Source: an optimization exercise on an open RTL-to-GDS flow (aim: small area). Production flows keep margins and buffers that such runs may drop. In this exercise RTL edits were held to simulation tests only and were not proved equivalent to the original. The flow treats the clock pin as an ideal source, which a real chip does not have. Power figures rest on the tool's default switching activity, not on a simulated workload.

==> flow/design.v (excerpt) <==
module motionIoTop (
	input  logic                  OSC_FPGA,
	input  logic                  arstN_i,
	input  logic                  psel_i,
	input  logic                  penable_i,
	input  logic                  pwrite_i,
	input  robotRegPkg::apbAddr_t paddr_i,
	input  robotRegPkg::regWord_t pwdata_i,
	output robotRegPkg::regWord_t prdata_o,
	output logic                  pready_o,
	output logic                  pslverr_o,
	input  logic                  rcLeftElev_i,
	input  logic                  rcRightAile_i,
	input  logic                  rcPanRudd_i,
	input  logic                  rcTiltThro_i,
	input  logic                  encLeftA_i,
	input  logic                  encLeftB_i,
	input  logic                  encRightA_i,
	input  logic                  encRightB_i,
	output logic                  motorLeft_o,
	output logic                  motorRight_o,
	output logic                  camPan_o,
	output logic                  camTilt_o,
	output logic                  alarm_o
);
Size in the first run: about 92 I/O pins.
==> flow/config.mk <==
export PLATFORM = sky130hd
export DESIGN_NAME = motionIoTop
export DESIGN_NICKNAME = motionIoTop
export VERILOG_FILES = /design/flow/design.v
export SDC_FILE = /design/flow/constraint.sdc
export NUM_CORES = 4
export LEC_CHECK = 0
export CAP_MARGIN = 20
export CORE_MARGIN = 2
export CORE_UTILIZATION = 80
export SLEW_MARGIN = 20
==> flow/constraint.sdc <==
create_clock -name core_clock -period 10.0 [get_ports {OSC_FPGA}]
set_input_delay 2.0000 -clock core_clock [delete_from_list [all_inputs] [get_ports {OSC_FPGA}]]
set_output_delay 2.0000 -clock core_clock [all_outputs]
set_load 0.01 [all_outputs]
standard.sh (not shown) runs the stock make flow with config.mk's settings and CLKGATE_MAP_FILE= SYNTH_SCRIPT=/design/flow/synth_recipe.tcl, a recipe that flattens the netlist after the stock synthesis.
==> flow/flow/run.sh <==
#!/bin/bash
# The standard ORFS layout (standard.sh), with these changes:
#  - ABC maps for area: the stock script sizes every path for a 10 ps target
#  - the two-bit counter slices (cntPair) are mapped on their own, then
#    flattened like the rest
#  - the muxes that feed flip-flop enables get a shared inverted select,
#    so ABC can use AND-OR cells for them
#  - port buffers use the smallest buffer cell
#  - the clock tree uses clkbuf_8 and no dummy loads, then each of its
#    buffers that can drive its flip-flops well enough becomes a clkbuf_4
set -euo pipefail
W=$(pwd)
rm -rf "$W/scripts_own"
cp -r "$FLOW_HOME/scripts" "$W/scripts_own"
cp "$W/flow/abc_map.script" "$W/scripts_own/abc_speed.script"
# after the clock tree is built, shrink the buffers that can be shrunk
sed -i "s|^log_cmd clock_tree_synthesis {\*}\$cts_args\$|&\nsource $W/flow/shrink_clk.tcl|" "$W/scripts_own/cts.tcl"
grep -q "shrink_clk.tcl" "$W/scripts_own/cts.tcl"
# before ABC, split the flip-flop enable muxes (ffmux_split.tcl)
sed -i "s|^  log_cmd abc {\*}\$abc_args\$|  source $W/flow/ffmux_split.tcl\n&|" "$W/scripts_own/synth.tcl"
grep -q "ffmux_split.tcl" "$W/scripts_own/synth.tcl"
bash "$W/standard.sh" SCRIPTS_DIR="$W/scripts_own" \
	SYNTH_KEEP_MODULES=cntPair \
	BUFFER_PORTS_ARGS="-buffer_cell sky130_fd_sc_hd__buf_1" \
	CTS_ARGS="$(cat "$W/flow/cts_args.txt")" \
	finish > "$W/make_finish.log" 2>&1
==> flow/flow/shrink_clk.tcl <==
# After TritonCTS: swap each clock buffer for a smaller one when every
# flip-flop clock pin keeps its estimated slew under the limit (in ns).
proc shrink_clock_buffers { small limit } {
  set block [ord::get_db_block]
  set n 0
  foreach inst [$block getInsts] {
    set name [$inst getName]
    if { ![string match clkbuf_* $name] } { continue }
    set old [[$inst getMaster] getName]
    if { $old eq $small } { continue }
    replace_cell $name $small
    estimate_parasitics -placement
    set worst 0
    foreach pin [get_pins -hierarchical */CLK] {
      set s [get_property $pin slew_max]
      if { $s > $worst } { set worst $s }
    }
    if { $worst > $limit } {
      replace_cell $name $old
      estimate_parasitics -placement
    } else {
      incr n
    }
  }
  puts "shrink_clock_buffers: $n clock buffers now $small"
}
set_propagated_clock [all_clocks]
estimate_parasitics -placement
shrink_clock_buffers sky130_fd_sc_hd__clkbuf_4 0.100
Other scripts of this flow, unchanged in this note and not shown: flow/flow/abc_map.script, flow/flow/cts_args.txt, flow/flow/ffmux_split.tcl, flow/flow/mux_split.v
Next try:
--- a/flow/flow/shrink_clk.tcl
+++ b/flow/flow/shrink_clk.tcl
@@ -27,3 +27,3 @@
 set_propagated_clock [all_clocks]
 estimate_parasitics -placement
-shrink_clock_buffers sky130_fd_sc_hd__clkbuf_4 0.100
+shrink_clock_buffers sky130_fd_sc_hd__clkbuf_4 0.106
Result: Fmax climbs by a few percent. Total power drops slightly. Sequential power barely changes. Non-clock buffer count is unchanged. Wire length drops by a few percent. Worst setup slack improves by 0.21 ns.

## re-timing with driven ports
Ports are ideal in the flow. The routed layouts listed here were re-timed in OpenROAD.
Step 1 assumes that a clkbuf_16 drives the clock port and a buf_2 every other input.
Step 2 times the ports against the registers' clock, not the clock port: input delays grow and output delays shrink by t, the midpoint of the rising clock arrivals with the driver on.
Three values: ideal, step 1, step 2; two values: the first two.
| run | shift t [ns] | setup slack, ns | worst setup path after step 2 |
|---|---|---|---|
| the first run | 0.569 | 3.357 / 3.357 / 3.357 | register to register |
| the second run | 0.556 | 3.565 / 3.565 / 3.565 | register to register |
After both steps every run listed still meets setup and hold.
